This is an optimization exercise on Yosys and OpenROAD, whose aim is small area and a short achievable clock period, not a production implementation. At most, simulation tests tie the RTL to the original design; equivalence was not proved. Function not checked in runs 2 to 7: the RTL went through the layout flow alone. No activity file was given, so power comes from the tool's default toggle rates.

--- flow/config.mk ---
export PLATFORM = sky130hd
export DESIGN_NAME = pipe_trace_buffer
export DESIGN_NICKNAME = pipe_trace_buffer
export VERILOG_FILES = /design/flow/design.v
export SDC_FILE = /design/flow/constraint.sdc
export NUM_CORES = 4
export LEC_CHECK = 0
export CAP_MARGIN = 20
export CORE_MARGIN = 2
export CORE_UTILIZATION = 55
export CTS_CLUSTER_DIAMETER = 100
export CTS_CLUSTER_SIZE = 30
export SETUP_SLACK_MARGIN = 2.35
export SLEW_MARGIN = 20
--- flow/constraint.sdc ---
create_clock -name core_clock -period 4.6 [get_ports {clk}]
set_input_delay 0.9200 -clock core_clock [delete_from_list [all_inputs] [get_ports {clk}]]
set_output_delay 0.9200 -clock core_clock [all_outputs]
set_load 0.01 [all_outputs]
--- flow/design.v ---
package pipe_trace_pkg;
    localparam logic [1:0] ST_IDLE_ENC      = 2'd0;
    localparam logic [1:0] ST_ARMED_ENC     = 2'd1;
    localparam logic [1:0] ST_TRIGGERED_ENC = 2'd2;
    localparam logic [1:0] ST_DONE_ENC      = 2'd3;
    typedef enum logic [1:0] {
        ST_IDLE      = ST_IDLE_ENC,
        ST_ARMED     = ST_ARMED_ENC,
        ST_TRIGGERED = ST_TRIGGERED_ENC,
        ST_DONE      = ST_DONE_ENC
    } pipe_trace_state_e;
endpackage
module trace_ram #(
    parameter int DEPTH  = 16,
    parameter int W      = 160,
    parameter int NSEL   = 12,
    parameter int SEL_LO = 3
) (
    input  logic              clk,
    input  logic              shift_i,
    input  logic [W-1:0]      wdata_i,
    input  logic [NSEL-1:0]   sel_i,
    output logic [W-1:0]      rdata_o
);
    logic [DEPTH-1:0][W-1:0] rows_q;
    logic [W-1:0]            out_q, out_d;
    localparam int NGRP = (NSEL + 2) / 3;
    logic [NGRP-1:0][W-1:0] grp;
    always_comb begin
        for (int g = 0; g < NGRP; g++) begin
            grp[g] = '0;
            for (int j = 0; j < 3; j++) begin
                if (3*g + j < NSEL) begin
                    grp[g] = grp[g] | ({W{sel_i[3*g+j]}} & rows_q[SEL_LO+3*g+j]);
                end
            end
        end
        out_d = {W{~shift_i}} & out_q;
        for (int g = 0; g < NGRP; g++) begin
            out_d = out_d | ({W{shift_i}} & grp[g]);
        end
    end
    always_ff @(posedge clk) begin
        if (shift_i) begin
            rows_q <= {rows_q[DEPTH-2:0], wdata_i};
        end
    end
    always_ff @(posedge clk) begin
        out_q <= out_d;
    end
    assign rdata_o = out_q;
endmodule
module pipe_trace_buffer #(
    parameter int NUM_CH    = 4,
    parameter int CH_W      = 32,
    parameter int PC_W      = 32,
    parameter int DEPTH     = 16,
    parameter int POST_TRIG = 4,
    parameter int TS_W      = 16
) (
    input  logic                       clk,
    input  logic                       rst_n,
    input  logic                       sample_en,
    input  logic [PC_W-1:0]            pc_in,
    input  logic [NUM_CH*CH_W-1:0]     ch_in,
    input  logic                       arm,
    input  logic                       trig_en,
    input  logic [PC_W-1:0]            trig_pc,
    output logic [1:0]                 state,
    output logic                       wrapped,
    output logic [$clog2(DEPTH+1)-1:0] count,
    output logic                       rd_valid,
    input  logic                       rd_ready,
    output logic [PC_W-1:0]            rd_pc,
    output logic [NUM_CH*CH_W-1:0]     rd_data
);
    localparam int CNT_W   = $clog2(DEPTH+1);
    localparam int DATA_W  = NUM_CH*CH_W;
    localparam int ENTRY_W = PC_W + DATA_W;
    localparam int NSEL    = DEPTH - POST_TRIG;
    localparam int SEL_LO  = POST_TRIG - 1;
    localparam int POST_W  = (POST_TRIG > 1) ? $clog2(POST_TRIG) : 1;
    if ((DEPTH < 2) || ((DEPTH & (DEPTH - 1)) != 0) || (TS_W < 1)
        || (POST_TRIG < 1) || (POST_TRIG > DEPTH - 1)) begin : g_bad_params
        $error("pipe_trace_buffer: invalid DEPTH/POST_TRIG/TS_W");
    end
    pipe_trace_pkg::pipe_trace_state_e  state_q, state_d;
    logic [CNT_W-1:0]   count_q, count_d;
    logic               wrapped_q, wrapped_d;
    logic [POST_W-1:0]  post_q, post_d;
    logic               rd_valid_q, rd_valid_d;
    logic [NSEL-1:0]    sel_q, sel_d, sel_same, sel_inc;
    logic               done_q;
    logic               nd_q, nd_d;      
    logic               at_q, at_d;      
    logic               last_w;
    logic               writing;
    logic               shift;
    logic               trig_hit;
    logic [ENTRY_W-1:0] rdata;
    assign done_q   = !nd_q;
    assign writing  = sample_en && at_q;
    assign nd_d     = (state_d != pipe_trace_pkg::ST_DONE);
    assign at_d     = (state_d == pipe_trace_pkg::ST_ARMED)
                   || (state_d == pipe_trace_pkg::ST_TRIGGERED);
    assign trig_hit = trig_en && (pc_in == trig_pc);
    assign shift    = (rd_valid_q && rd_ready) || (!done_q && sample_en);
    always_comb begin
        if (state_q != pipe_trace_pkg::ST_TRIGGERED) begin
            post_d = POST_W'(POST_TRIG - 1);
        end else if (sample_en) begin
            post_d = post_q - POST_W'(1);
        end else begin
            post_d = post_q;
        end
    end
    always_comb begin
        state_d    = state_q;
        count_d    = count_q;
        wrapped_d  = wrapped_q;
        rd_valid_d = rd_valid_q;
        if (arm) begin
            state_d    = pipe_trace_pkg::ST_ARMED;
            count_d    = '0;
            wrapped_d  = 1'b0;
            rd_valid_d = 1'b0;
        end else begin
            if (writing) begin
                if (count_q == CNT_W'(DEPTH)) begin
                    wrapped_d = 1'b1;
                end else begin
                    count_d = count_q + CNT_W'(1);
                end
            end
            unique case (state_q)
                pipe_trace_pkg::ST_IDLE: ;
                pipe_trace_pkg::ST_ARMED: begin
                    if (sample_en && trig_hit) begin
                        state_d = pipe_trace_pkg::ST_TRIGGERED;
                    end
                end
                pipe_trace_pkg::ST_TRIGGERED: begin
                    if (sample_en && (post_q == '0)) begin
                        state_d    = pipe_trace_pkg::ST_DONE;
                        rd_valid_d = 1'b1;
                    end
                end
                pipe_trace_pkg::ST_DONE: begin
                    if (rd_valid_q && rd_ready) begin
                        count_d    = count_q - CNT_W'(1);
                        rd_valid_d = (count_q != CNT_W'(1));
                    end
                end
                default: ;
            endcase
        end
    end
    always_comb begin
        for (int k = 0; k < NSEL; k++) begin
            if (k == NSEL - 1) begin
                sel_same[k] = (count_q >= CNT_W'(DEPTH - 1));
                sel_inc[k]  = (count_q >= CNT_W'(DEPTH - 2));
            end else begin
                sel_same[k] = (count_q == CNT_W'(SEL_LO + 1 + k));
                sel_inc[k]  = (count_q == CNT_W'(SEL_LO + k));
            end
        end
        if (arm) begin
            sel_d = '0;
        end else if (writing) begin
            sel_d = sel_inc;
        end else begin
            sel_d = sel_same;
        end
    end
    always_ff @(posedge clk or negedge rst_n) begin
        if (!rst_n) begin
            state_q    <= pipe_trace_pkg::ST_IDLE;
            count_q    <= '0;
            wrapped_q  <= 1'b0;
            post_q     <= '0;
            rd_valid_q <= 1'b0;
            nd_q       <= 1'b1;
            at_q       <= 1'b0;
        end else begin
            state_q    <= state_d;
            count_q    <= count_d;
            wrapped_q  <= wrapped_d;
            post_q     <= post_d;
            rd_valid_q <= rd_valid_d;
            nd_q       <= nd_d;
            at_q       <= at_d;
        end
    end
    assign last_w = (state_q == pipe_trace_pkg::ST_TRIGGERED) && (post_q == '0) && sample_en;
    always_ff @(posedge clk) begin
        if (!done_q && !last_w) begin
            sel_q <= sel_d;
        end
    end
    trace_ram #(
        .DEPTH (DEPTH),
        .W     (ENTRY_W),
        .NSEL  (NSEL),
        .SEL_LO(SEL_LO)
    ) u_ram (
        .clk     (clk),
        .shift_i (shift),
        .wdata_i ({pc_in, ch_in}),
        .sel_i   (sel_q),
        .rdata_o (rdata)
    );
    assign state    = state_q;
    assign wrapped  = wrapped_q;
    assign count    = count_q;
    assign rd_valid = rd_valid_q;
    assign rd_pc    = rdata[DATA_W +: PC_W];
    assign rd_data  = rdata[DATA_W-1:0];
endmodule
--- flow/flow/run.sh ---
#!/bin/bash
# Layout flow: the standard ORFS flow (standard.sh, unchanged synthesis,
# floorplan, power grid, placement, CTS and routing), except that the
# buffers buffer_ports puts on every input and output port are plain
# sky130_fd_sc_hd__buf_2 cells instead of the cell it picks by default (a
# clock delay buffer). Timing repair resizes them afterwards as usual.
# make's full output goes to standard_sh.log; each ORFS step keeps its own
# log under orfs/logs/.
set -euo pipefail
cd "$(dirname "$0")/.."
export BUFFER_PORTS_ARGS="-buffer_cell sky130_fd_sc_hd__buf_2"
bash standard.sh finish > standard_sh.log 2>&1
--- flow/standard.sh ---
#!/bin/bash
# synth_recipe.tcl (not shown) runs the flow's synth.tcl, then flattens the netlist and writes it again
# the make line also repeats each setting of config.mk as NAME=value (left out here)
make -C /OpenROAD-flow-scripts/flow DESIGN_CONFIG=/design/flow/config.mk WORK_HOME=/design/flow/orfs CLKGATE_MAP_FILE= SYNTH_SCRIPT=/design/flow/synth_recipe.tcl "${@:-finish}"
==> results of run 1 <==
per-layer routing:
metal,GRT usage (%),up-vias,routed length [µm]
met2,34.66,1423,88770
li1,-,18885,-
met3,3.094,176,11200
met1,33.80,23190,85950
met4,5.217,2,3979
met5,0,-,13
flip-flops by register name, summed over array words and instances, names as in the netlist:
signal	cells
at_q	1
count_q	5
nd_q	1
post_q	2
rd_valid_q	1
sel_q	12
state_q	2
u_ram.out_q	160
u_ram.rows_q	2400
wrapped_q	1
report_power, final:
group          internal (µW)  switching (µW)
logic                    498             868
clock network           4160            6700
registers              27200             747
cells by family after synthesis:
family                   Yosys count  share of synthesized area (%)
AO/OA/AOI/OAI                   1143                          12.38
buffers and inverters            266                          1.450
flip-flops                      2585                          84.62
adder cells (fa/ha/maj)            8                         0.1115
XOR/XNOR                          35                         0.3415
AND/OR/NAND/NOR                  231                          1.097
what timing repair did:
action / CTS / global route
endpoints found under the hold margin: 12 / 0
endpoints found under the setup margin: 1196 / 41
setup buffers: 18 / 8
gates cloned: 2 / 0
hold buffers: 1 / 0
resized for setup: 201 / 18
pin swaps: 0 / 3
final cells by class:
cell class | count | area, µm² | area share, %
Clock buffer | 172 | 2761 | 2.800
Antenna cell | 1 | 2.502 | 0.002537
Clock inverter | 4 | 56.30 | 0.05709
Multi-Input combinational cell | 1418 | 12530 | 12.70
Sequential cell | 2585 | 76170 | 77.23
Timing Repair Buffer | 533 | 4357 | 4.417
Inverter | 8 | 30.03 | 0.03045
Tap cell | 2175 | 2721 | 2.759
synthesized netlist by cell type, drive strengths merged:
| master | number |
|---|---|
| a211oi | 2 |
| a21o | 1 |
| a21oi | 5 |
| a221oi | 480 |
| a22o | 481 |
| a2bb2oi | 1 |
| a311oi | 2 |
| a31o | 1 |
| a31oi | 3 |
| a41oi | 161 |
| and2 | 1 |
| and3 | 2 |
| and4 | 1 |
| buf | 135 |
| clkbuf | 123 |
| dfrtp | 12 |
| dfstp | 1 |
| dfxtp | 160 |
| edfxtp | 2412 |
| ha | 8 |
| inv | 8 |
| nand2 | 21 |
| nand3 | 8 |
| nand3b | 1 |
| nand4 | 8 |
| nand4b | 2 |
| nor2 | 177 |
| nor2b | 1 |
| nor3 | 3 |
| nor3b | 1 |
| nor4 | 4 |
| o21ai | 6 |
| or3b | 1 |
| xnor2 | 26 |
| xor2 | 9 |
through the flow:
stage / setup TNS [ns] / util, % / setup WS (ns) / power (µW) / cell area, µm²
after global placement: 0 / 58.46 / 1.579 / 29730 / 94930
after CTS: 0 / 60.65 / 2.286 / 40560 / 98500
after detailed placement: 0 / 58.46 / 1.544 / 29780 / 94930
final: 0 / 60.73 / 2.371 / 40200 / 98630
after floorplan: -7299.21 / - / -3.261 / 29100 / 89790
after global routing: 0 / 60.73 / 2.297 / 41550 / 98620
worst max path at each step:
stage	endpoint	slack, ns	start
after floorplan	u_ram.out_q[150]	-3.26	sample_en
after global placement	at_q	1.58	trig_pc[31]
after detailed placement	u_ram.out_q[47]	1.54	sample_en
after CTS	state[1]	2.29	state_q[1]
after global routing	at_q	2.30	trig_pc[31]
final	state[0]	2.37	state_q[0]
==> summary.txt, run 1 <==
result of the run -> timing/DRC/antenna clean
CTS tree -> yes
largest net degree at the start of global routing -> 114
mean instance size in the synthesized netlist -> 21.03 µm²
initial standard-cell utilization of the core -> 55.27%
number of buffers added on ports -> 366
number of fill cells -> 11574
library cell used as clock root buffer -> sky130_fd_sc_hd__clkbuf_16
HPWL Detailed -> 98790 µm
CP max stage cell -> sky130_fd_sc_hd__dfrtp_2
global-route congestion overflow total -> 0
proportion of layout cells with a drive suffix above 1 -> 19.45%
first drt pass iteration count -> 8
startpoint kind of the worst setup timing path -> flip-flop
final-report max-slew violation count -> 0
sequential fraction of the synthesis area -> 84.62%
Routed WL -> 189900 µm
deepest clock path buffer count -> 3
crit-path cells -> buf_6
row cnt -> 148
final critical delay including setup and external delays -> 2.229 ns
min-delay src -> ch_in[83]
final standard cell count with taps included and fillers excluded -> 6896
number of nets in the layout -> 4848
Final Hold Vio Count -> 0
core outline area -> 0.1624 mm²
proportion of netlist area held by the largest area contributor -> 80.69%
largest stage delay on the critical path -> 0.44 ns
length in cells of the worst reg-to-reg path -> 5
routed via count -> 43676
largest delay contributor family on the critical path -> flip-flops
initial antenna violation count -> 2
maximum resistive drop on vdd -> 0.3593 mV
endpoint required time on the critical path -> 3.68 ns
final RePlAce weighted congestion -> 0.7725
residual antenna-violating net count after detailed routing -> 0
YS warnings -> 2
max cap viols -> 0
endpoints failing setup -> 0
placed cell count -> 6690
total track usage -> 22.27%
slew margin rel. -> 32.39%
Pleak -> 0.03232 µW
die outline height -> 408.0 µm
post-detailed-route DRC marker count -> 0
hold crit path type -> input pin to flip-flop
worst-case clock skew -> 0.02999 ns
number of top-level pins -> 367
final period utilization -> 48.46%
capturing point of the worst reg2reg path -> u_ram.rows_q[2245]
total nets after synthesis -> 4474
buffers plus inverters on the worst setup path -> 1
Synth Register Bits -> 2585
top library cells by usage in the layout, fill and taps aside -> sky130_fd_sc_hd__edfxtp_1 (2412), sky130_fd_sc_hd__a22o_1 (480), sky130_fd_sc_hd__a221oi_1 (380)
Post-Syn Instances -> 4268
cell taking the most area after synthesis -> sky130_fd_sc_hd__edfxtp_1
worst hold slack -> 0.3320 ns
synth-to-layout area growth -> 9.876%
capturing element type of the critical path -> output pin
Die X -> 408.0 µm
WL per Instance -> 27.54 µm
critical path class -> flip-flop to output pin
most frequent standard cell in the layout excluding fill and tap cells -> sky130_fd_sc_hd__edfxtp_1
transition time at the pin with the least slew margin -> 1.014 ns
leading post-synthesis cells by cell area -> sky130_fd_sc_hd__edfxtp_1 (81%), sky130_fd_sc_hd__a22o_1 (4.7%), sky130_fd_sc_hd__a221oi_1 (3.7%), sky130_fd_sc_hd__dfxtp_1 (3.6%), sky130_fd_sc_hd__a221oi_2 (1.7%)
detailed-route vias per instance -> 6.334
cell depth of the worst hold path -> 1
flop-to-flop setup slack -> 2.46 ns
Iter 0 DRT Violations -> 4721
clock insertion delay at the later pin of the skew report -> 0.76 ns
number of distinct standard cells referenced by the synthesized netlist -> 45
Cell Area, Synth -> 0.08976 mm²
Hold Path Sink -> u_ram.rows_q[83]
CP Depth -> 1
Crit Path Max Fanout -> 2
global-route wire length before repair -> 280600 µm
data arrival time of the worst path -> 1.31 ns
power density cells -> 407.6 mW/mm²
CTS buffer count -> 96
CTS Sinks -> 2585
H-tree depth -> 3
startpoint of the lowest-slack register-to-register path -> rd_valid_q
Achievable Freq -> 0.4486 GHz
setup repair after global routing missed its margin -> true
via count of the first global-routing pass -> 42925
Die Area -> 0.1664 mm²
Clk pin slew, worst setup/hold paths -> 0.11 ns
==> inputs of run 2 (changes only) <==
--- a/flow/design.v
+++ b/flow/design.v
@@ -32,5 +32,5 @@
             for (int j = 0; j < 3; j++) begin
                 if (3*g + j < NSEL) begin
-                    grp[g] = grp[g] | ({W{sel_i[3*g+j]}} & rows_q[SEL_LO+3*g+j]);
+                    grp[g] = grp[g] | ~({W{~sel_i[3*g+j]}} | rows_q[SEL_LO+3*g+j]);
                 end
             end
@@ -43,5 +43,5 @@
     always_ff @(posedge clk) begin
         if (shift_i) begin
-            rows_q <= {rows_q[DEPTH-2:0], wdata_i};
+            rows_q <= {rows_q[DEPTH-2:0], ~wdata_i};
         end
     end
==> summary.txt, run 2 <==
result of the run -> timing/DRC/antenna clean
final standard cell count with taps included and fillers excluded -> 7480
row cnt -> 147
largest net degree at the start of global routing -> 173
detailed-route vias per instance -> 6.074
core outline area -> 0.1602 mm²
number of flops mapped to enable cells by yosys -> 2412
largest registers ranked by flip-flop count -> u_ram.rows_q: 2400 flops, u_ram.out_q: 160 flops, sel_q: 12 flops
Pleak -> 0.03242 µW
cell taking the most area after synthesis -> sky130_fd_sc_hd__edfxtp_1
buffers plus inverters on the worst setup path -> 1
most instantiated cells after synthesis -> sky130_fd_sc_hd__edfxtp_1 (2412), sky130_fd_sc_hd__o22ai_1 (961), sky130_fd_sc_hd__nor2_1 (657)
mean instance size in the synthesized netlist -> 18.04 µm²
part of the power in registers -> 69.7%
power density cells -> 414.1 mW/mm²
sw power -> 8251 µW
total nets after synthesis -> 5113
sequential fraction of the synthesis area -> 85.81%
crit-path cells -> buf_2
critical path class -> flip-flop to output pin
startpoint kind of the worst setup timing path -> flip-flop
endpoints failing setup -> 0
flip-flop count of the largest register after layout -> 2400
most frequent standard cell in the layout excluding fill and tap cells -> sky130_fd_sc_hd__edfxtp_1
main flop type after synthesis -> sky130_fd_sc_hd__edfxtp_1
synth-to-layout area growth -> 9.436%
final-report max-slew violation count -> 0
number of buffers added on ports -> 366
WL per Instance -> 25.38 µm
CTS tree -> yes
Achievable Freq -> 0.4389 GHz
Inserted Diodes -> 0
number of nets in the layout -> 5447
Iter 0 DRT Violations -> 5407
H-tree depth -> 3
residual antenna-violating net count after detailed routing -> 0
total track usage -> 22.34%
number of distinct standard cells referenced by the synthesized netlist -> 42
largest reg by FF count -> u_ram.rows_q
share of synthesized flip-flops with an asynchronous set or reset -> 0.5029%
cell area reported after detailed placement -> 0.09308 mm²
endpoint required time on the critical path -> 3.68 ns
hold crit path type -> input pin to flip-flop
data arrival time of the worst path -> 1.36 ns
Final Hold Vio Count -> 0
maximum resistive drop on vdd -> 0.3286 mV
final period utilization -> 49.53%
setup repair after global routing missed its margin -> true
post-detailed-route DRC marker count -> 0
largest delay contributor family on the critical path -> flip-flops
leading post-synthesis cells by cell area -> sky130_fd_sc_hd__edfxtp_1 (82%), sky130_fd_sc_hd__o22ai_1 (6.8%), sky130_fd_sc_hd__dfxtp_1 (3.6%), sky130_fd_sc_hd__nor2_1 (2.8%), sky130_fd_sc_hd__a41oi_1 (1.6%)
clock network fraction of design power -> 27.1%
global-route congestion overflow total -> 0
transition time at the pin with the least slew margin -> 0.9548 ns
HPWL Detailed -> 101600 µm
Crit Path Max Fanout -> 5
deepest clock path buffer count -> 3
overall power consumption -> 40120 µW
number of top-level pins -> 367
max cap viols -> 0
initial standard-cell utilization of the core -> 55.26%
library cell used as clock root buffer -> sky130_fd_sc_hd__clkbuf_16
initial antenna violation count -> 3
Routed WL -> 189800 µm
combinational share of power -> 3.3%
final critical delay including setup and external delays -> 2.278 ns
clock insertion delay at the later pin of the skew report -> 0.76 ns
placed cell count -> 7280
Synth Register Bits -> 2585
largest stage delay on the critical path -> 0.45 ns
CTS Sinks -> 2585
sw frac -> 20.57%
CP max stage cell -> sky130_fd_sc_hd__dfrtp_1
Post-Syn Instances -> 4907
YS warnings -> 2
final standard cell area without fillers -> 0.09688 mm²
first drt pass iteration count -> 7
CTS buffer count -> 96
design internal power -> 31870 µW
proportion of netlist area held by the largest area contributor -> 81.82%
via count of the first global-routing pass -> 43463
final RePlAce weighted congestion -> 0.8056
capturing element type of the critical path -> output pin
Die Area -> 0.1642 mm²
worst-case clock skew -> 0.04145 ns
proportion of layout cells with a drive suffix above 1 -> 13.23%
global-route wire length before repair -> 276200 µm
Cell Area, Synth -> 0.08852 mm²
cell with the most instances after synthesis -> sky130_fd_sc_hd__edfxtp_1
top library cells by usage in the layout, fill and taps aside -> sky130_fd_sc_hd__edfxtp_1 (2412), sky130_fd_sc_hd__o22ai_1 (961), sky130_fd_sc_hd__nor2_1 (657)
die outline height -> 405.2 µm
worst hold slack -> 0.3819 ns
slew margin rel. -> 36.35%
Die X -> 405.2 µm
routed via count -> 45436
Clk pin slew, worst setup/hold paths -> 0.12 ns
## run 2: layer usage
layer | wire [µm] | share of wire [%] | global-route usage, %
met1 | 82360 | 43 | 33.73
met2 | 90220 | 48 | 35.17
met3 | 14080 | 7.4 | 3.261
met4 | 3147 | 1.7 | 4.484
met5 | 13 | 0.0068 | 0
## run 2: final timing paths
path	startpoint	to	slack [ns]	cells past startpoint
worst max register to register	nd_q	u_ram.out_q[85]	2.42	4
worst min register to register	u_ram.rows_q[180]	u_ram.rows_q[340]	0.41	0
worst max-delay path	state_q[1]	state[1]	2.32	1
worst min-delay path	ch_in[10]	u_ram.rows_q[10]	0.38	2
max in group asynchronous	rst_n	nd_q	3.74	2
min in group asynchronous	rst_n	wrapped_q	0.57	2
## run 2: worst register-to-register path, delay by kind of cell, from the launching register on
kind,cells,cell delay (ns)
buffers and inverters,2,0.74
AO/OA/AOI/OAI,2,0.64
flip-flops,1,0.63
## run 2: logic make-up (layout without fill, tap and decap cells)
logic type / after synthesis / after routing / share of synthesized area (%)
AOI/OAI and AO/OA: 1144 / 1145 / 8.571
xor gates and xnor gates: 33 / 33 / 0.3265
adders and majority gates: 8 / 8 / 0.1131
buffers and inverters: 428 / 840 / 2.068
DFF: 2585 / 2585 / 85.81
and+or+nand+nor: 709 / 709 / 3.115
## run 2: metrics by stage
stage / setup WS, ns / setup TNS (ns) / utilization (%)
3_5_place_dp: 1.433 / 0 / 58.10
6_report: 2.322 / 0 / 60.47
2_1_floorplan: -3.260 / -7296.78 / -
4_1_cts: 2.224 / 0 / 60.24
5_1_grt: 2.264 / 0 / 60.47
3_3_place_gp: 1.449 / 0 / 58.10
## run 2: cell type report
class / count / area (µm²)
Inverter: 181 / 818.3
Clock inverter: 4 / 60.06
Multi-Input combinational cell: 1895 / 10760
Fill cell: 11678 / 63320
Sequential cell: 2585 / 76160
Clock buffer: 173 / 2776
Tap cell: 2160 / 2703
Timing Repair Buffer: 482 / 3598
## run 2: repair_timing
| item | 4_1_cts | 5_1_grt |
|---|---|---|
| gates resized for setup | 200 | 38 |
| hold buffers | 1 | 0 |
| buffers inserted | 6 | 9 |
| gates cloned | 0 | 7 |
| endpoints found under the hold margin | 12 | 0 |
| endpoints found under the setup margin | 1479 | 1880 |
## run 2: power groups by stage
stage	clock network [µW]	registers, µW	logic [µW]
4_1_cts	11200	27900	1300
3_3_place_gp	0	28400	1220
3_5_place_dp	0	28400	1250
6_report	10900	27900	1320
2_1_floorplan	0	28400	654
5_1_grt	11900	28100	1450
==> inputs of run 3 (changes only) <==
--- a/flow/config.mk
+++ b/flow/config.mk
@@ -11,4 +11,4 @@
 export CTS_CLUSTER_DIAMETER = 100
 export CTS_CLUSTER_SIZE = 30
-export SETUP_SLACK_MARGIN = 2.35
+export SETUP_SLACK_MARGIN = 2.4
 export SLEW_MARGIN = 20
==> summary.txt, run 3 <==
result of the run -> timing/DRC/antenna clean
endpoints failing setup -> 0
number of fill cells -> 11604
leading post-synthesis cells by cell area -> sky130_fd_sc_hd__edfxtp_1 (82%), sky130_fd_sc_hd__o22ai_1 (6.8%), sky130_fd_sc_hd__dfxtp_1 (3.6%), sky130_fd_sc_hd__nor2_1 (2.8%), sky130_fd_sc_hd__a41oi_1 (1.6%)
largest registers ranked by flip-flop count -> u_ram.rows_q: 2400 flops, u_ram.out_q: 160 flops, sel_q: 12 flops
mean instance size in the synthesized netlist -> 18.04 µm²
Die Area -> 0.1642 mm²
min-delay src -> ch_in[10]
initial standard-cell utilization of the core -> 55.26%
proportion of netlist area held by the largest area contributor -> 81.82%
setup repair after global routing missed its margin -> true
YS warnings -> 2
final RePlAce weighted congestion -> 0.8056
first drt pass iteration count -> 5
startpoint of the lowest-slack register-to-register path -> rd_valid_q
global-route congestion overflow total -> 0
Cell Area, Synth -> 0.08852 mm²
CTS buffer count -> 96
Routed WL -> 190300 µm
HPWL Detailed -> 101600 µm
number of top-level pins -> 367
final-report max-slew violation count -> 0
post-detailed-route DRC marker count -> 0
flip-flop count of the largest register after layout -> 2400
power density cells -> 411.5 mW/mm²
CTS tree -> yes
cell taking the most area after synthesis -> sky130_fd_sc_hd__edfxtp_1
area of all sequential standard cells -> 0.07628 mm²
clock network fraction of design power -> 27.0%
worst-case clock skew -> 0.04366 ns
clock insertion delay at the later pin of the skew report -> 0.76 ns
most instantiated cells after synthesis -> sky130_fd_sc_hd__edfxtp_1 (2412), sky130_fd_sc_hd__o22ai_1 (961), sky130_fd_sc_hd__nor2_1 (657)
Achievable Freq -> 0.4407 GHz
Post-Syn Instances -> 4907
routed via count -> 45659
detailed-route vias per instance -> 6.078
Synth Register Bits -> 2585
max cap viols -> 0
number of flops mapped to enable cells by yosys -> 2412
cell depth of the worst hold path -> 2
Die X -> 405.2 µm
capturing point of the worst reg2reg path -> u_ram.out_q[42]
sw power -> 8305 µW
number of nets in the layout -> 5478
sequential fraction of the synthesis area -> 85.81%
Final Hold Vio Count -> 0
Pleak -> 0.03279 µW
library cell used as clock root buffer -> sky130_fd_sc_hd__clkbuf_16
via count of the first global-routing pass -> 43753
Crit Path Max Fanout -> 5
final critical delay including setup and external delays -> 2.269 ns
endpoint required time on the critical path -> 3.68 ns
transition time at the pin with the least slew margin -> 0.9710 ns
largest stage delay on the critical path -> 0.44 ns
hold crit path type -> input pin to flip-flop
CP max stage cell -> sky130_fd_sc_hd__dfrtp_1
combinational share of power -> 3.6%
number of buffers added on ports -> 366
largest reg by FF count -> u_ram.rows_q
area used by multi-input combinational logic -> 0.01076 mm²
Hold Path Sink -> u_ram.rows_q[10]
data arrival time of the worst path -> 1.35 ns
worst hold slack -> 0.3877 ns
Iter 0 DRT Violations -> 5589
deepest clock path buffer count -> 3
final total negative setup slack -> 0 ns
die outline height -> 405.2 µm
top library cells by usage in the layout, fill and taps aside -> sky130_fd_sc_hd__edfxtp_1 (2412), sky130_fd_sc_hd__o22ai_1 (961), sky130_fd_sc_hd__nor2_1 (657)
maximum resistive drop on vdd -> 0.3241 mV
total nets after synthesis -> 5113
critical path class -> flip-flop to output pin
Clk pin slew, worst setup/hold paths -> 0.12 ns
startpoint kind of the worst setup timing path -> flip-flop
main flop type after synthesis -> sky130_fd_sc_hd__edfxtp_1
CTS Sinks -> 2585
flop-to-flop setup slack -> 2.37 ns
H-tree depth -> 3
number of distinct standard cells referenced by the synthesized netlist -> 42
global-route wire length before repair -> 277900 µm
total track usage -> 22.53%
cell with the most instances after synthesis -> sky130_fd_sc_hd__edfxtp_1
largest net degree at the start of global routing -> 173
largest delay contributor family on the critical path -> flip-flops
synth-to-layout area growth -> 10.61%
slew margin rel. -> 35.27%
most frequent standard cell in the layout excluding fill and tap cells -> sky130_fd_sc_hd__edfxtp_1
final period utilization -> 49.33%
share of synthesized flip-flops with an asynchronous set or reset -> 0.5029%
crit-path cells -> buf_2
row cnt -> 147
length in cells of the worst reg-to-reg path -> 8
WL per Instance -> 25.34 µm
sw frac -> 20.61%
initial antenna violation count -> 5
residual antenna-violating net count after detailed routing -> 0
buffers plus inverters on the worst setup path -> 1
core outline area -> 0.1602 mm²
capturing element type of the critical path -> output pin
proportion of layout cells with a drive suffix above 1 -> 14.91%
design internal power -> 31990 µW
part of the power in registers -> 69.4%
==> run 3: area by class of cell <==
cell class              instances  share of cell area [%]
flip-flops and latches       2585                   77.91
multi-input cells            1895                   10.99
clock buffers                 173                   2.835
clock inverters                 4                 0.06133
well taps                    2160                   2.760
inverters                     181                  0.8536
repair buffers                513                   4.591
diodes                          1                0.002556
==> run 3: worst max path at each step <==
| stage | start | to | slack (ns) | cells after the start |
|---|---|---|---|---|
| 4_1_cts | state_q[1] | state[1] | 2.27 | 1 |
| 6_report | state_q[1] | state[1] | 2.33 | 1 |
| 3_3_place_gp | trig_pc[25] | at_q | 1.45 | 7 |
| 2_1_floorplan | sample_en | u_ram.out_q[150] | -3.26 | 6 |
| 3_5_place_dp | trig_pc[25] | at_q | 1.43 | 7 |
| 5_1_grt | state_q[1] | state[1] | 2.26 | 1 |
==> run 3: cell families (layout without fill, tap and decap cells) <==
group           after synthesis  count (layout)  share of synthesized area (%)
flops                      2585            2585                          85.81
buf+inv                     428             871                          2.068
simple gates                709             709                          3.115
fa+ha+maj                     8               8                         0.1131
xor+xnor                     33              33                         0.3265
compound gates             1144            1145                          8.571
other cells                   0               1                              0
==> run 3: metal layers <==
layer	up-vias	part of all wire, %	track usage, %
met3	184	7.2	3.328
met5	-	0.0068	0
met1	23591	44	33.79
li1	20186	-	-
met4	2	1.9	4.923
met2	1696	47	35.52
==> run 3: what timing repair did <==
item | CTS | global route
hold buffers | 1 | 0
buffers inserted | 41 | 5
setup endpoints to repair | 2045 | 789
resized for setup | 410 | 43
endpoints found under the hold margin | 12 | 0
cloned | 2 | 5
==> run 3: power groups by stage <==
stage | registers, µW | clock network (µW) | logic (µW)
after CTS | 28000 | 11200 | 1430
after global placement | 28400 | 0 | 1220
after global routing | 28100 | 11900 | 1580
after detailed placement | 28400 | 0 | 1250
final | 28000 | 10900 | 1440
after floorplan | 28400 | 0 | 654
==> run 3: through the flow <==
stage	instances	power [µW]	setup slack, ns	area (µm²)	util, %
global placement	7280	29630	1.449	93080	58.10
floorplan	4907	29080	-3.260	88550	-
detailed placement	7280	29690	1.433	93080	58.10
finish	7512	40290	2.331	97920	61.12
CTS	7501	40590	2.266	97560	60.90
global route	7511	41590	2.264	97920	61.12
==> inputs of run 4 (changes only) <==
--- a/flow/config.mk
+++ b/flow/config.mk
@@ -11,4 +11,4 @@
 export CTS_CLUSTER_DIAMETER = 100
 export CTS_CLUSTER_SIZE = 30
-export SETUP_SLACK_MARGIN = 2.4
+export SETUP_SLACK_MARGIN = 2.38
 export SLEW_MARGIN = 20
==> summary.txt, run 4 <==
CTS buffer count -> 96
mean instance size in the synthesized netlist -> 18.04 µm²
Cell Area, Synth -> 0.08852 mm²
Die X -> 405.2 µm
initial standard-cell utilization of the core -> 55.26%
HPWL Detailed -> 101600 µm
most frequent standard cell in the layout excluding fill and tap cells -> sky130_fd_sc_hd__edfxtp_1
number of fill cells -> 11628
library cell used as clock root buffer -> sky130_fd_sc_hd__clkbuf_16
CP max stage cell -> sky130_fd_sc_hd__dfrtp_1
Clk pin slew, worst setup/hold paths -> 0.12 ns
setup repair after global routing missed its margin -> true
core outline area -> 0.1602 mm²
power density cells -> 412.5 mW/mm²
max cap viols -> 0
largest net degree at the start of global routing -> 173
cell with the most instances after synthesis -> sky130_fd_sc_hd__edfxtp_1
Pleak -> 0.03260 µW
hold crit path type -> input pin to flip-flop
largest registers ranked by flip-flop count -> u_ram.rows_q: 2400 flops, u_ram.out_q: 160 flops, sel_q: 12 flops
leading post-synthesis cells by cell area -> sky130_fd_sc_hd__edfxtp_1 (82%), sky130_fd_sc_hd__o22ai_1 (6.8%), sky130_fd_sc_hd__dfxtp_1 (3.6%), sky130_fd_sc_hd__nor2_1 (2.8%), sky130_fd_sc_hd__a41oi_1 (1.6%)
proportion of layout cells with a drive suffix above 1 -> 14.18%
Synth Register Bits -> 2585
data arrival time of the worst path -> 1.35 ns
routed via count -> 45399
synth-to-layout area growth -> 10.08%
met3 Resource Use GR -> 3.139%
global-route met1 utilization -> 33.93%
CTS tree -> yes
Final Hold Vio Count -> 0
buffers plus inverters on the worst setup path -> 1
Inserted Diodes -> 0
capturing element type of the critical path -> output pin
startpoint kind of the worst setup timing path -> flip-flop
Crit Path Max Fanout -> 5
first drt pass iteration count -> 5
largest stage delay on the critical path -> 0.44 ns
final RePlAce weighted congestion -> 0.8056
endpoints failing setup -> 0
number of nets in the layout -> 5458
proportion of synthesized area in mux cells -> 0%
Die Area -> 0.1642 mm²
critical path class -> flip-flop to output pin
via count of the first global-routing pass -> 43658
Routed WL -> 189500 µm
total track usage -> 22.50%
clock insertion delay at the later pin of the skew report -> 0.76 ns
post-detailed-route DRC marker count -> 0
CTS Sinks -> 2585
Synth Area in Compound Gates -> 8.571%
row cnt -> 147
met2 GRT Util -> 35.74%
proportion of netlist area held by the largest area contributor -> 81.82%
final-report max-slew violation count -> 0
main combinational cell family by area after synthesis -> compound AO/OA/AOI/OAI gates
crit-path cells -> buf_2
residual antenna-violating net count after detailed routing -> 0
sequential fraction of the synthesis area -> 85.81%
worst setup margin -> 2.332 ns
final critical delay including setup and external delays -> 2.268 ns
share of the core filled with cells in the final layout -> 60.83%
cell taking the most area after synthesis -> sky130_fd_sc_hd__edfxtp_1
Iter 0 DRT Violations -> 5525
main flop type after synthesis -> sky130_fd_sc_hd__edfxtp_1
top library cells by usage in the layout, fill and taps aside -> sky130_fd_sc_hd__edfxtp_1 (2412), sky130_fd_sc_hd__o22ai_1 (961), sky130_fd_sc_hd__nor2_1 (657)
most instantiated cells after synthesis -> sky130_fd_sc_hd__edfxtp_1 (2412), sky130_fd_sc_hd__o22ai_1 (961), sky130_fd_sc_hd__nor2_1 (657)
number of top-level pins -> 367
number of flops mapped to enable cells by yosys -> 2412
largest reg by FF count -> u_ram.rows_q
maximum resistive drop on vdd -> 0.3260 mV
Achievable Freq -> 0.4409 GHz
die outline height -> 405.2 µm
WL per Instance -> 25.30 µm
flip-flop count of the largest register after layout -> 2400
post-placement worst setup slack -> 1.433 ns
share of synthesized flip-flops with an asynchronous set or reset -> 0.5029%
number of distinct standard cells referenced by the synthesized netlist -> 42
initial antenna violation count -> 3
transition time at the pin with the least slew margin -> 0.8481 ns
H-tree depth -> 3
YS warnings -> 2
fraction of the mapped netlist area in adder cells -> 0.1131%
global-route wire length before repair -> 278100 µm
Post-Syn Instances -> 4907
number of buffers added on ports -> 366
global-route congestion overflow total -> 0
total nets after synthesis -> 5113
simple-gate share of the synthesized area -> 3.115%
detailed-route vias per instance -> 6.060
XOR/XNOR share of the synthesized area -> 0.3265%
result of the run -> timing/DRC/antenna clean
endpoint required time on the critical path -> 3.68 ns
worst-case clock skew -> 0.04163 ns
GRT Max-Usage Layer -> met2
largest delay contributor family on the critical path -> flip-flops
deepest clock path buffer count -> 3
final period utilization -> 49.30%
slew margin rel. -> 43.46%
run 4: changes by cell type in the layout (fill, tap and decap cells not counted), moves of 4 or more:
cell	delta
sky130_fd_sc_hd__dfxtp_1	+22
sky130_fd_sc_hd__buf_4	-4
sky130_fd_sc_hd__buf_6	-43
sky130_fd_sc_hd__dfxtp_4	-7
sky130_fd_sc_hd__buf_2	+29
sky130_fd_sc_hd__dfxtp_2	-15
run 4: cell type report:
cell class | count | area [µm²] | share of cell area [%]
sequential | 2585 | 76240 | 78.24
clock inverter | 4 | 60.06 | 0.06163
tap | 2160 | 2703 | 2.773
inverter | 181 | 823.3 | 0.8449
multi-input combinational | 1895 | 10760 | 11.04
clock buffer | 173 | 2776 | 2.849
timing repair buffer | 493 | 4081 | 4.188
run 4: cell families (layout without fill, tap and decap cells):
| logic type | Yosys count | in the layout |
|---|---|---|
| flops | 2585 | 2585 |
| compound gates | 1144 | 1145 |
| simple gates | 709 | 709 |
| buf+inv | 428 | 851 |
| xor+xnor | 33 | 33 |
| fa+ha+maj | 8 | 8 |
run 4: through the flow:
| stage | total power, µW | instances | instance area, µm² | hold WS (ns) | setup TNS (ns) |
|---|---|---|---|---|---|
| global placement | 29630 | 7280 | 93080 | 0.4002 | 0 |
| detailed placement | 29690 | 7280 | 93080 | 0.4045 | 0 |
| global route | 41530 | 7491 | 97440 | 0.3569 | 0 |
| floorplan | 29080 | 4907 | 88550 | 0.4003 | -7296.78 |
| CTS | 40530 | 7485 | 97180 | 0.3197 | 0 |
| finish | 40200 | 7491 | 97440 | 0.3830 | 0 |
run 4: layer usage:
layer  wire length [µm]  vias up
met5                 26        -
met4               2655        4
met3              13060      168
met2              90770     1606
met1              83000    23503
li1                   -    20118
run 4: final timing paths:
check	from	to	slack [ns]	cells past startpoint
setup / recovery	state_q[1]	state[1]	2.33	1
hold / removal	ch_in[10]	u_ram.rows_q[10]	0.38	2
setup reg to reg	rd_valid_q	u_ram.out_q[42]	2.39	8
hold reg to reg	u_ram.rows_q[180]	u_ram.rows_q[340]	0.42	0
max in group asynchronous	rst_n	nd_q	3.74	2
min in group asynchronous	rst_n	wrapped_q	0.56	2
run 4: timing repair:
item                                    in CTS  in global routing
endpoints found under the setup margin    1972                549
resized for setup                          338                 34
cloned                                       2                  4
hold endpoints to repair                    12                  0
hold buffers                                 1                  0
buffers inserted                            25                  2
run 4: power by group:
| part | leakage [µW] | total [µW] | internal, µW | switching, µW |
|---|---|---|---|---|
| Combinational | 0.00610 | 1380 | 521 | 864 |
| Clock | 0.00135 | 10900 | 4180 | 6670 |
| Sequential | 0.0252 | 28000 | 27200 | 726 |
| Total | 0.0326 | 40200 | 31900 | 8260 |
==> inputs of run 5 (changes only) <==
--- a/flow/design.v
+++ b/flow/design.v
@@ -12,42 +12,14 @@
 endpackage
 module trace_ram #(
-    parameter int DEPTH  = 16,
-    parameter int W      = 160,
-    parameter int NSEL   = 12,
-    parameter int SEL_LO = 3
+    parameter int W = 160
 ) (
-    input  logic              clk,
-    input  logic              shift_i,
-    input  logic [W-1:0]      wdata_i,
-    input  logic [NSEL-1:0]   sel_i,
-    output logic [W-1:0]      rdata_o
+    input  logic [2:0]   sel_i,
+    input  logic [W-1:0] d0_i,
+    input  logic [W-1:0] d1_i,
+    input  logic [W-1:0] d2_i,
+    output logic [W-1:0] y_n_o
 );
-    logic [DEPTH-1:0][W-1:0] rows_q;
-    logic [W-1:0]            out_q, out_d;
-    localparam int NGRP = (NSEL + 2) / 3;
-    logic [NGRP-1:0][W-1:0] grp;
-    always_comb begin
-        for (int g = 0; g < NGRP; g++) begin
-            grp[g] = '0;
-            for (int j = 0; j < 3; j++) begin
-                if (3*g + j < NSEL) begin
-                    grp[g] = grp[g] | ~({W{~sel_i[3*g+j]}} | rows_q[SEL_LO+3*g+j]);
-                end
-            end
-        end
-        out_d = {W{~shift_i}} & out_q;
-        for (int g = 0; g < NGRP; g++) begin
-            out_d = out_d | ({W{shift_i}} & grp[g]);
-        end
-    end
-    always_ff @(posedge clk) begin
-        if (shift_i) begin
-            rows_q <= {rows_q[DEPTH-2:0], ~wdata_i};
-        end
-    end
-    always_ff @(posedge clk) begin
-        out_q <= out_d;
-    end
-    assign rdata_o = out_q;
+    assign y_n_o = ~(({W{sel_i[0]}} & d0_i) | ({W{sel_i[1]}} & d1_i)
+                   | ({W{sel_i[2]}} & d2_i));
 endmodule
 module pipe_trace_buffer #(
@@ -199,16 +171,36 @@
         end
     end
-    trace_ram #(
-        .DEPTH (DEPTH),
-        .W     (ENTRY_W),
-        .NSEL  (NSEL),
-        .SEL_LO(SEL_LO)
-    ) u_ram (
-        .clk     (clk),
-        .shift_i (shift),
-        .wdata_i ({pc_in, ch_in}),
-        .sel_i   (sel_q),
-        .rdata_o (rdata)
-    );
+    localparam int NGRP = (NSEL + 2) / 3;
+    logic [DEPTH-1:0][ENTRY_W-1:0] rows_q;
+    logic [ENTRY_W-1:0]            out_q, out_d;
+    logic [3*NGRP-1:0]             gsel;
+    logic [NGRP-1:0][ENTRY_W-1:0]  grp_n;
+    assign gsel = (3*NGRP)'(sel_q);
+    for (genvar g = 0; g < NGRP; g++) begin : g_grp
+        trace_ram #(
+            .W (ENTRY_W)
+        ) u_grp (
+            .sel_i (gsel[3*g +: 3]),
+            .d0_i  (rows_q[SEL_LO + 3*g]),
+            .d1_i  ((3*g + 1 < NSEL) ? rows_q[SEL_LO + 3*g + 1] : '0),
+            .d2_i  ((3*g + 2 < NSEL) ? rows_q[SEL_LO + 3*g + 2] : '0),
+            .y_n_o (grp_n[g])
+        );
+    end
+    always_comb begin
+        out_d = {ENTRY_W{~shift}} & out_q;
+        for (int g = 0; g < NGRP; g++) begin
+            out_d = out_d | ({ENTRY_W{shift}} & ~grp_n[g]);
+        end
+    end
+    always_ff @(posedge clk) begin
+        if (shift) begin
+            rows_q <= {rows_q[DEPTH-2:0], pc_in, ch_in};
+        end
+    end
+    always_ff @(posedge clk) begin
+        out_q <= out_d;
+    end
+    assign rdata = out_q;
     assign state    = state_q;
     assign wrapped  = wrapped_q;
--- a/flow/config.mk
+++ b/flow/config.mk
@@ -11,4 +11,5 @@
 export CTS_CLUSTER_DIAMETER = 100
 export CTS_CLUSTER_SIZE = 30
-export SETUP_SLACK_MARGIN = 2.38
+export SETUP_SLACK_MARGIN = 2.35
 export SLEW_MARGIN = 20
+export SYNTH_HIERARCHICAL = 1
==> summary.txt, run 5 <==
YS warnings -> 7
cell with the most instances after synthesis -> sky130_fd_sc_hd__edfxtp_1
part of the power in registers -> 70.4%
result of the run -> timing/DRC/antenna clean
total nets after synthesis -> 4147
post-detailed-route DRC marker count -> 0
largest registers ranked by flip-flop count -> rows_q: 2400 flops, out_q: 160 flops, sel_q: 12 flops
most instantiated cells after synthesis -> sky130_fd_sc_hd__edfxtp_1 (2412), sky130_fd_sc_hd__a222oi_1 (640), sky130_fd_sc_hd__nand4_1 (167)
sw power -> 7821 µW
hold crit path type -> input pin to async pin
worst setup margin -> 2.276 ns
Routed WL -> 183400 µm
number of distinct standard cells referenced by the synthesized netlist -> 46
max cap viols -> 0
deepest clock path buffer count -> 3
cell taking the most area after synthesis -> sky130_fd_sc_hd__edfxtp_1
endpoint required time on the critical path -> 3.68 ns
WL per Instance -> 28.30 µm
global-route wire length before repair -> 269000 µm
number of nets in the layout -> 4522
setup repair after global routing missed its margin -> true
maximum resistive drop on vdd -> 0.2795 mV
startpoint kind of the worst setup timing path -> flip-flop
main flop type after synthesis -> sky130_fd_sc_hd__edfxtp_1
flop-to-flop setup slack -> 2.41 ns
share of synthesized flip-flops with an asynchronous set or reset -> 0.5029%
Post-Syn Instances -> 3941
CTS tree -> yes
library cell used as clock root buffer -> sky130_fd_sc_hd__clkbuf_16
Cell Area, Synth -> 0.08828 mm²
clock insertion delay at the later pin of the skew report -> 0.76 ns
transition time at the pin with the least slew margin -> 1.050 ns
number of buffers added on ports -> 366
CP max stage cell -> sky130_fd_sc_hd__dfrtp_2
core outline area -> 0.1600 mm²
largest net degree at the start of global routing -> 106
final RePlAce weighted congestion -> 0.7583
most frequent standard cell in the layout excluding fill and tap cells -> sky130_fd_sc_hd__edfxtp_1
routed via count -> 42464
die outline height -> 404.6 µm
length in cells of the worst reg-to-reg path -> 4
sequential fraction of the synthesis area -> 86.04%
Clk pin slew, worst setup/hold paths -> 0.11 ns
worst-case clock skew -> 0.02894 ns
flip-flop count of the largest register after layout -> 2400
critical path class -> flip-flop to output pin
detailed-route vias per instance -> 6.553
Achievable Freq -> 0.4303 GHz
CTS Sinks -> 2585
source of the critical timing path -> wrapped_q
post-placement worst setup slack -> 1.421 ns
Die X -> 404.6 µm
design internal power -> 31470 µW
Final Hold Vio Count -> 0
HPWL Detailed -> 93120 µm
final critical delay including setup and external delays -> 2.324 ns
mean instance size in the synthesized netlist -> 22.40 µm²
Inserted Diodes -> 0
CTS buffer count -> 96
row cnt -> 147
proportion of netlist area held by the largest area contributor -> 82.04%
capturing point of the worst reg2reg path -> out_q[47]
residual antenna-violating net count after detailed routing -> 0
top library cells by usage in the layout, fill and taps aside -> sky130_fd_sc_hd__edfxtp_1 (2412), sky130_fd_sc_hd__a222oi_1 (640), sky130_fd_sc_hd__buf_2 (312)
worst hold slack -> 0.05342 ns
capturing element type of the critical path -> output pin
global-route congestion overflow total -> 0
Iter 0 DRT Violations -> 8187
final period utilization -> 50.53%
endpoints failing setup -> 0
data arrival time of the worst path -> 1.40 ns
largest delay contributor family on the critical path -> flip-flops
hold-fix buffer count after cts -> 0
Pleak -> 0.03252 µW
Crit Path Max Fanout -> 2
initial antenna violation count -> 5
H-tree depth -> 3
crit-path cells -> buf_6
buffers plus inverters on the worst setup path -> 1
final total negative setup slack -> 0 ns
via count of the first global-routing pass -> 40894
Synth Register Bits -> 2585
power density cells -> 408.7 mW/mm²
synth-to-layout area growth -> 8.900%
Die Area -> 0.1637 mm²
slew margin rel. -> 30.03%
initial standard-cell utilization of the core -> 55.17%
leading post-synthesis cells by cell area -> sky130_fd_sc_hd__edfxtp_1 (82%), sky130_fd_sc_hd__a222oi_1 (7.3%), sky130_fd_sc_hd__dfxtp_1 (3.6%), sky130_fd_sc_hd__mux2_4 (1.5%), sky130_fd_sc_hd__buf_6 (1.4%)
number of top-level pins -> 367
largest reg by FF count -> rows_q
clock network fraction of design power -> 27.3%
total track usage -> 21.78%
proportion of layout cells with a drive suffix above 1 -> 19.98%
combinational share of power -> 2.2%
largest stage delay on the critical path -> 0.49 ns
sw frac -> 19.90%
startpoint of the lowest-slack register-to-register path -> sel_q[9]
first drt pass iteration count -> 9
final-report max-slew violation count -> 0
number of flops mapped to enable cells by yosys -> 2412
==> run 5: area by class of cell <==
cell class	instances	area, µm²
flip-flops and latches	2585	76120
fillers	11287	63870
multi-input cells	1102	10530
repair buffers	517	4035
clock buffers	171	2726
well taps	2086	2610
clock inverters	5	66.31
inverters	14	52.55
==> run 5: per-layer routing <==
layer  vias up  GRT usage, %  routed length [µm]
met2      2234         32.94               84770
met4         6         5.257                4155
met5         -             0                  43
li1      18085             -                   -
met3       174         3.817               17540
met1     21965         33.35               76880
==> run 5: kinds of logic after synthesis <==
logic type / Yosys count / synth area share, %
flops: 2585 / 86.04
fa+ha+maj: 8 / 0.1134
buf+inv: 255 / 2.088
simple gates: 233 / 1.563
mux: 160 / 2.419
compound gates: 671 / 7.490
xor+xnor: 29 / 0.2877
==> run 5: how the worst max path moves through the flow <==
stage,slack (ns),end,cells past startpoint
2_1_floorplan,-3.31,out_q[150],6
3_3_place_gp,0.21,at_q,7
3_5_place_dp,1.42,at_q,8
4_1_cts,2.21,wrapped,1
5_1_grt,2.21,wrapped,1
6_report,2.28,wrapped,1
==> run 5: power by group through the flow <==
| stage | Clock, µW | Combinational (µW) | Sequential (µW) |
|---|---|---|---|
| finish | 10700 | 872 | 27700 |
| global route | 11900 | 953 | 27800 |
| CTS | 11100 | 885 | 27700 |
| detailed placement | 0 | 865 | 28200 |
| global placement | 0 | 839 | 28100 |
| floorplan | 0 | 467 | 28200 |
==> run 5: metrics by stage <==
step | instance area [µm²] | instances | utilization, % | total power [µW]
2_1_floorplan | 88310 | 3941 | - | 28670
6_report | 96140 | 6480 | 60.08 | 39290
3_3_place_gp | 92510 | 6273 | 57.81 | 28990
3_5_place_dp | 92540 | 6275 | 57.83 | 29050
5_1_grt | 96140 | 6480 | 60.08 | 40620
4_1_cts | 95960 | 6472 | 59.97 | 39670
==> run 5: timing repair <==
action | 4_1_cts | 5_1_grt
cloned | 2 | 1
setup endpoints to repair | 1753 | 65
pin swaps | 1 | 4
buffers inserted | 19 | 7
resized for setup | 151 | 53
==> inputs of run 6 (changes only) <==
--- a/flow/design.v
+++ b/flow/design.v
@@ -64,6 +64,4 @@
     logic [NSEL-1:0]    sel_q, sel_d, sel_same, sel_inc;
     logic               done_q;
-    logic               nd_q, nd_d;      
-    logic               at_q, at_d;      
     logic               last_w;
     logic               writing;
@@ -71,9 +69,7 @@
     logic               trig_hit;
     logic [ENTRY_W-1:0] rdata;
-    assign done_q   = !nd_q;
-    assign writing  = sample_en && at_q;
-    assign nd_d     = (state_d != pipe_trace_pkg::ST_DONE);
-    assign at_d     = (state_d == pipe_trace_pkg::ST_ARMED)
-                   || (state_d == pipe_trace_pkg::ST_TRIGGERED);
+    assign done_q   = (state_q == pipe_trace_pkg::ST_DONE);
+    assign writing  = sample_en && ((state_q == pipe_trace_pkg::ST_ARMED)
+                                 || (state_q == pipe_trace_pkg::ST_TRIGGERED));
     assign trig_hit = trig_en && (pc_in == trig_pc);
     assign shift    = (rd_valid_q && rd_ready) || (!done_q && sample_en);
@@ -153,6 +149,4 @@
             post_q     <= '0;
             rd_valid_q <= 1'b0;
-            nd_q       <= 1'b1;
-            at_q       <= 1'b0;
         end else begin
             state_q    <= state_d;
@@ -161,6 +155,4 @@
             post_q     <= post_d;
             rd_valid_q <= rd_valid_d;
-            nd_q       <= nd_d;
-            at_q       <= at_d;
         end
     end
==> summary.txt, run 6 <==
endpoint required time on the critical path -> 5.05 ns
most instantiated cells after synthesis -> sky130_fd_sc_hd__edfxtp_1 (2412), sky130_fd_sc_hd__a222oi_1 (640), sky130_fd_sc_hd__nor2_1 (176)
global-route wire length before repair -> 263700 µm
residual antenna-violating net count after detailed routing -> 0
proportion of netlist area held by the largest area contributor -> 82.40%
HPWL Detailed -> 89690 µm
worst setup margin -> 2.317 ns
Clk pin slew, worst setup/hold paths -> 0.11 ns
overall power consumption -> 65850 µW
flip-flop count of the largest register after layout -> 2400
number of flops mapped to enable cells by yosys -> 2412
YS warnings -> 7
number of top-level pins -> 367
mean instance size in the synthesized netlist -> 21.34 µm²
share of the core filled with cells in the final layout -> 60.23%
final critical delay including setup and external delays -> 2.283 ns
final-report max-slew violation count -> 0
via count of the first global-routing pass -> 40783
worst hold slack -> 0.3376 ns
total track usage -> 21.25%
CTS buffer count -> 96
largest registers ranked by flip-flop count -> rows_q: 2400 flops, out_q: 160 flops, sel_q: 12 flops
routed via count -> 42767
startpoint kind of the worst setup timing path -> flip-flop
slew margin rel. -> 33.40%
Cell Area, Synth -> 0.08790 mm²
setup repair after global routing missed its margin -> true
largest reg by FF count -> rows_q
flop-to-flop setup slack -> 2.32 ns
Synth Register Bits -> 2583
largest net degree at the start of global routing -> 157
synth-to-layout area growth -> 8.641%
critical path class -> flip-flop to flip-flop
main flop type after synthesis -> sky130_fd_sc_hd__edfxtp_1
final RePlAce weighted congestion -> 0.7595
Routed WL -> 179300 µm
detailed-route vias per instance -> 6.486
library cell used as clock root buffer -> sky130_fd_sc_hd__clkbuf_16
leading post-synthesis cells by cell area -> sky130_fd_sc_hd__edfxtp_1 (82%), sky130_fd_sc_hd__a222oi_1 (7.3%), sky130_fd_sc_hd__dfxtp_1 (3.6%), sky130_fd_sc_hd__and4_1 (1.6%), sky130_fd_sc_hd__buf_6 (1.2%)
most frequent standard cell in the layout excluding fill and tap cells -> sky130_fd_sc_hd__edfxtp_1
WL per Instance -> 27.19 µm
data arrival time of the worst path -> 2.73 ns
Achievable Freq -> 0.4381 GHz
number of distinct standard cells referenced by the synthesized netlist -> 41
proportion of layout cells with a drive suffix above 1 -> 14.51%
sequential fraction of the synthesis area -> 86.35%
Final Hold Vio Count -> 0
initial standard-cell utilization of the core -> 55.44%
post-detailed-route DRC marker count -> 0
Die Area -> 0.1630 mm²
transition time at the pin with the least slew margin -> 0.9989 ns
H-tree depth -> 3
die outline height -> 403.8 µm
initial antenna violation count -> 4
first drt pass iteration count -> 10
endpoints failing setup -> 0
CTS tree -> yes
worst-case clock skew -> 0.03649 ns
result of the run -> timing/DRC/antenna clean
max cap viols -> 0
number of buffers added on ports -> 366
row cnt -> 146
capturing element type of the critical path -> flip-flop
top library cells by usage in the layout, fill and taps aside -> sky130_fd_sc_hd__edfxtp_1 (2412), sky130_fd_sc_hd__a222oi_1 (640), sky130_fd_sc_hd__buf_2 (331)
post-placement worst setup slack -> 1.246 ns
CTS Sinks -> 2583
share of synthesized flip-flops with an asynchronous set or reset -> 0.4259%
Iter 0 DRT Violations -> 7997
power density cells -> 689.6 mW/mm²
clock insertion delay at the later pin of the skew report -> 0.75 ns
final period utilization -> 49.62%
hold crit path type -> input pin to flip-flop
cell taking the most area after synthesis -> sky130_fd_sc_hd__edfxtp_1
maximum resistive drop on vdd -> 0.5463 mV
cell with the most instances after synthesis -> sky130_fd_sc_hd__edfxtp_1
deepest clock path buffer count -> 3
Die X -> 403.8 µm
Crit Path Max Fanout -> 28
total nets after synthesis -> 4328
number of nets in the layout -> 4653
Inserted Diodes -> 0
global-route congestion overflow total -> 0
Post-Syn Instances -> 4119
core outline area -> 0.1586 mm²
Pleak -> 0.03123 µW
==> run 6: changes by cell type in the layout (fill, tap and decap cells not counted), sizes merged, moves of 3 or more <==
cell   change
nand4    -165
a21oi    +163
mux2     -160
and4     +159
nor2     +159
buf       -38
xnor2     -18
xor2      +17
nor2b      +6
a31oi      -3
ha         +3
==> run 6: critical path, cell delays in order, from the launching register on <==
cell,delay (ns)
sky130_fd_sc_hd__dfrtp_1,0.43
sky130_fd_sc_hd__buf_4,0.15
sky130_fd_sc_hd__ha_2,0.21
sky130_fd_sc_hd__o21ai_4,0.20
sky130_fd_sc_hd__buf_12,0.18
sky130_fd_sc_hd__buf_12,0.22
sky130_fd_sc_hd__buf_12,0.20
sky130_fd_sc_hd__bufbuf_16,0.34
==> run 6: cells by family after synthesis <==
kind of cell             Yosys count  synth area share [%]
AO/OA/AOI/OAI                    834                 8.465
XOR/XNOR                          28                0.2790
adder cells (fa/ha/maj)           11                0.1566
buffers and inverters            271                 2.061
flip-flops                      2583                 86.35
AND/OR/NAND/NOR                  392                 2.685
==> run 6: where the power goes <==
part	total, µW	internal (µW)	switching [µW]
clock network	10800	4200	6630
registers	40100	36400	3660
logic	14900	5130	9800
total	65900	45800	20100
==> run 6: metrics by stage <==
| step | TNS [ns] | instances | instance area, µm² |
|---|---|---|---|
| 2_1_floorplan | -7443.87 | 4119 | 87960 |
| 3_3_place_gp | 0 | 6389 | 91780 |
| 3_5_place_dp | 0 | 6389 | 91780 |
| 4_1_cts | 0 | 6590 | 95330 |
| 5_1_grt | 0 | 6594 | 95500 |
| 6_report | 0 | 6594 | 95500 |
==> run 6: routing by layer <==
layer / GRT usage [%] / part of all wire [%] / vias to the layer above
li1: - / - / 18499
met1: 32.44 / 43 / 22051
met2: 32.87 / 47 / 2037
met3: 3.355 / 8.6 / 180
met4: 4.537 / 2.0 / 0
met5: 0 / 0 / -
==> run 6: layout make-up <==
class	count	area (µm²)
timing repair buffer	483	3801
clock inverter	5	83.83
inverter	15	58.81
tap	2072	2592
clock buffer	171	2748
sequential	2583	76000
multi-input combinational	1265	10210
fill	11379	63060
==> run 6: worst paths after layout <==
path | from | end | depth (start not counted)
setup reg to reg | state_q[1] | rows_q[1212] | 7
hold reg to reg | rows_q[447] | rows_q[607] | 0
setup / recovery | state_q[1] | rows_q[1212] | 7
min in group asynchronous | rst_n | count_q[2] | 2
max in group asynchronous | rst_n | state_q[0] | 2
hold / removal | ch_in[41] | rows_q[41] | 1
==> run 6: what timing repair did <==
action / in CTS / in global routing
hold buffers: 1 / 0
endpoints found under the hold margin: 11 / 0
setup buffers: 17 / 1
pin swaps: 2 / 0
endpoints found under the setup margin: 2617 / 472
gates cloned: 7 / 3
gates resized for setup: 112 / 33
==> inputs of run 7 (changes only) <==
--- a/flow/design.v
+++ b/flow/design.v
@@ -168,5 +168,6 @@
     logic [3*NGRP-1:0]             gsel;
     logic [NGRP-1:0][ENTRY_W-1:0]  grp_n;
-    assign gsel = (3*NGRP)'(sel_q);
+    logic [ENTRY_W-1:0]            grp_or;
+    assign gsel = (3*NGRP)'({NSEL{shift}} & sel_q);
     for (genvar g = 0; g < NGRP; g++) begin : g_grp
         trace_ram #(
@@ -181,8 +182,9 @@
     end
     always_comb begin
-        out_d = {ENTRY_W{~shift}} & out_q;
+        grp_or = '0;
         for (int g = 0; g < NGRP; g++) begin
-            out_d = out_d | ({ENTRY_W{shift}} & ~grp_n[g]);
-        end
+            grp_or = grp_or | ~grp_n[g];
+        end
+        out_d = grp_or | ({ENTRY_W{~shift}} & out_q);
     end
     always_ff @(posedge clk) begin
==> flow/run.sh (new file) <==
#!/bin/bash
# synth_recipe.tcl (not shown) runs the flow's synth.tcl, then flattens the netlist and writes it again
# the make line also repeats each setting of config.mk as NAME=value (left out here)
make -C /OpenROAD-flow-scripts/flow DESIGN_CONFIG=/design/flow/config.mk WORK_HOME=/design/flow/orfs CLKGATE_MAP_FILE= SYNTH_SCRIPT=/design/flow/synth_recipe.tcl finish
--- a/flow/config.mk
+++ b/flow/config.mk
@@ -8,8 +8,8 @@
 export CAP_MARGIN = 20
 export CORE_MARGIN = 2
-export CORE_UTILIZATION = 55
+export CORE_UTILIZATION = 40
 export CTS_CLUSTER_DIAMETER = 100
 export CTS_CLUSTER_SIZE = 30
-export SETUP_SLACK_MARGIN = 2.35
+export SETUP_SLACK_MARGIN = 2.2
 export SLEW_MARGIN = 20
 export SYNTH_HIERARCHICAL = 1
removed: flow/flow/run.sh
removed: flow/standard.sh
==> summary.txt, run 7 <==
WL per Instance -> 30.19 µm
library cell used as clock root buffer -> sky130_fd_sc_hd__clkbuf_16
initial standard-cell utilization of the core -> 40.22%
largest registers ranked by flip-flop count -> rows_q: 2400 flops, out_q: 160 flops, sel_q: 12 flops
worst hold slack -> 0.4201 ns
number of nets in the layout -> 4770
final RePlAce weighted congestion -> 0.7582
flip-flop count of the largest register after layout -> 2400
top library cells by usage in the layout, fill and taps aside -> sky130_fd_sc_hd__edfxtp_1 (2412), sky130_fd_sc_hd__a222oi_1 (640), sky130_fd_sc_hd__clkdlybuf4s50_1 (195)
share of synthesized flip-flops with an asynchronous set or reset -> 0.4259%
most frequent cell on the critical path -> sky130_fd_sc_hd__buf_16
CP max stage cell -> sky130_fd_sc_hd__dfrtp_1
capturing element type of the critical path -> flip-flop
number of top-level pins -> 367
leading post-synthesis cells by cell area -> sky130_fd_sc_hd__edfxtp_1 (83%), sky130_fd_sc_hd__a222oi_1 (7.3%), sky130_fd_sc_hd__dfxtp_1 (3.7%), sky130_fd_sc_hd__a21o_1 (1.4%), sky130_fd_sc_hd__buf_6 (1.3%)
total track usage -> 19.13%
Clk pin slew, worst setup/hold paths -> 0.11 ns
row cnt -> 171
final-report max-slew violation count -> 0
largest net degree at the start of global routing -> 116
number of flops mapped to enable cells by yosys -> 2412
endpoint required time on the critical path -> 5.31 ns
cell taking the most area after synthesis -> sky130_fd_sc_hd__edfxtp_1
synth-to-layout area growth -> 18.43%
first drt pass iteration count -> 8
sequential fraction of the synthesis area -> 86.90%
design internal power -> 48460 µW
core outline area -> 0.2172 mm²
power density cells -> 673.9 mW/mm²
number of fill cells -> 17593
hold-fix buffer count after cts -> 0
largest delay contributor family on the critical path -> compound AO/OA/AOI/OAI gates
Synth Register Bits -> 2583
critical path class -> flip-flop to flip-flop
proportion of netlist area held by the largest area contributor -> 82.92%
Crit Path Max Fanout -> 7
routed via count -> 45413
YS warnings -> 7
HPWL Detailed -> 98300 µm
number of buffers added on ports -> 366
buffers plus inverters on the worst setup path -> 6
residual antenna-violating net count after detailed routing -> 0
Cell Area, Synth -> 0.08735 mm²
Die Area -> 0.2221 mm²
cell with the most instances after synthesis -> sky130_fd_sc_hd__edfxtp_1
slew margin rel. -> 43.27%
Die X -> 471.3 µm
area used by multi-input combinational logic -> 0.009859 mm²
hold crit path type -> flip-flop to flip-flop
CTS Sinks -> 2583
Iter 0 DRT Violations -> 9820
deepest clock path buffer count -> 3
transition time at the pin with the least slew margin -> 0.8510 ns
global-route congestion overflow total -> 0
total nets after synthesis -> 4160
CTS buffer count -> 105
setup repair after global routing missed its margin -> true
Routed WL -> 226600 µm
mean instance size in the synthesized netlist -> 22.11 µm²
final standard cell area without fillers -> 0.1035 mm²
largest reg by FF count -> rows_q
endpoints failing setup -> 0
share of the core filled with cells in the final layout -> 47.64%
detailed-route vias per instance -> 6.050
post-detailed-route DRC marker count -> 0
global-route wire length before repair -> 312200 µm
final critical delay including setup and external delays -> 2.670 ns
sw power -> 21260 µW
maximum resistive drop on vdd -> 0.4459 mV
proportion of layout cells with a drive suffix above 1 -> 17.19%
part of the power in registers -> 59.2%
Final Hold Vio Count -> 0
Post-Syn Instances -> 3951
worst-case clock skew -> 0.05672 ns
crit-path cells -> ha_4, o21a_4, inv_16, buf_16, and2_4, buf_12, buf_16, buf_12, buf_16, a222oi_1, nand4_1, a21o_1
die outline height -> 471.3 µm
sw frac -> 30.49%
clock network fraction of design power -> 17.0%
startpoint kind of the worst setup timing path -> flip-flop
Achievable Freq -> 0.3745 GHz
most frequent standard cell in the layout excluding fill and tap cells -> sky130_fd_sc_hd__edfxtp_1
final period utilization -> 58.05%
main flop type after synthesis -> sky130_fd_sc_hd__edfxtp_1
largest stage delay on the critical path -> 0.41 ns
Pleak -> 0.03486 µW
cell area reported after detailed placement -> 0.09409 mm²
data arrival time of the worst path -> 3.38 ns
combinational share of power -> 23.8%
H-tree depth -> 3
result of the run -> timing/DRC/antenna clean
max cap viols -> 0
via count of the first global-routing pass -> 42774
most instantiated cells after synthesis -> sky130_fd_sc_hd__edfxtp_1 (2412), sky130_fd_sc_hd__a222oi_1 (640), sky130_fd_sc_hd__nand4_1 (162)
number of distinct standard cells referenced by the synthesized netlist -> 42
clock insertion delay at the later pin of the skew report -> 0.82 ns
CTS tree -> yes
initial antenna violation count -> 11
area of all sequential standard cells -> 0.07613 mm²
## run 7: area by class of cell
cell class | instances | area share (%)
timing repair buffer | 730 | 10.11
tap | 2854 | 3.452
antenna | 5 | 0.01209
timing repair inverter | 2 | 0.01693
inverter | 10 | 0.05201
clock inverter | 20 | 0.3580
multi-input combinational | 1129 | 9.530
clock buffer | 173 | 2.878
sequential | 2583 | 73.59
## run 7: repair_timing
action,CTS,global route
gates cloned,116,35
pin swaps,257,107
gates resized for setup,978,59
setup endpoints to repair,1880,1261
setup buffers,111,33
## run 7: kinds of logic after synthesis
logic type               share of synthesized area [%]
XOR/XNOR                                        0.3509
multiplexers                                   0.01146
adder cells (fa/ha/maj)                         0.1576
buffers and inverters                            2.007
AO/OA/AOI/OAI                                    8.925
flip-flops                                       86.90
AND/OR/NAND/NOR                                  1.651
## run 7: path summary, 6_finish.rpt
kind,from,to,slack (ns),cells past startpoint
min in group asynchronous,rst_n,state_q[1],0.44,1
min,rows_q[240],rows_q[400],0.42,0
max in group asynchronous,rst_n,count_q[1],3.77,1
max reg2reg,state_q[1],out_q[47],1.93,12
max,state_q[1],out_q[47],1.93,12
min reg2reg,rows_q[240],rows_q[400],0.42,0
## run 7: metal layers
metal  vias up  share of wire [%]  GRT usage (%)
li1      18717                  -              -
met1     23636                 41          28.02
met2      2807                 46          29.92
met3       253                 10          3.271
met4         0                2.6          4.502
met5         -                  0              0
## run 7: stage by stage
stage / power [µW] / setup slack (ns) / setup TNS (ns) / instances
after floorplan: 49180 / -3.763 / -7908.01 / 3951
after global placement: 53910 / 0.3649 / 0 / 7013
after detailed placement: 54380 / 0.3168 / 0 / 7013
after CTS: 69260 / 1.946 / 0 / 7433
after global routing: 72520 / 1.851 / 0 / 7504
final: 69720 / 1.930 / 0 / 7506
## run 7: power by group through the flow
stage | clock (µW) | sequential (µW) | combinational, µW
final | 11800 | 41300 | 16600
after global routing | 12900 | 42000 | 17500
after CTS | 12200 | 41200 | 15900
after detailed placement | 0 | 41500 | 12900
after global placement | 0 | 41200 | 12700
after floorplan | 0 | 41800 | 7370

Setup slack of run 7, layout unchanged: 1.930 ns with ideal ports, 1.930 ns with driving cells assumed (clock clkbuf_16, inputs buf_2), 1.185 ns with port delays also shifted by the 0.879 ns mid clock arrival.
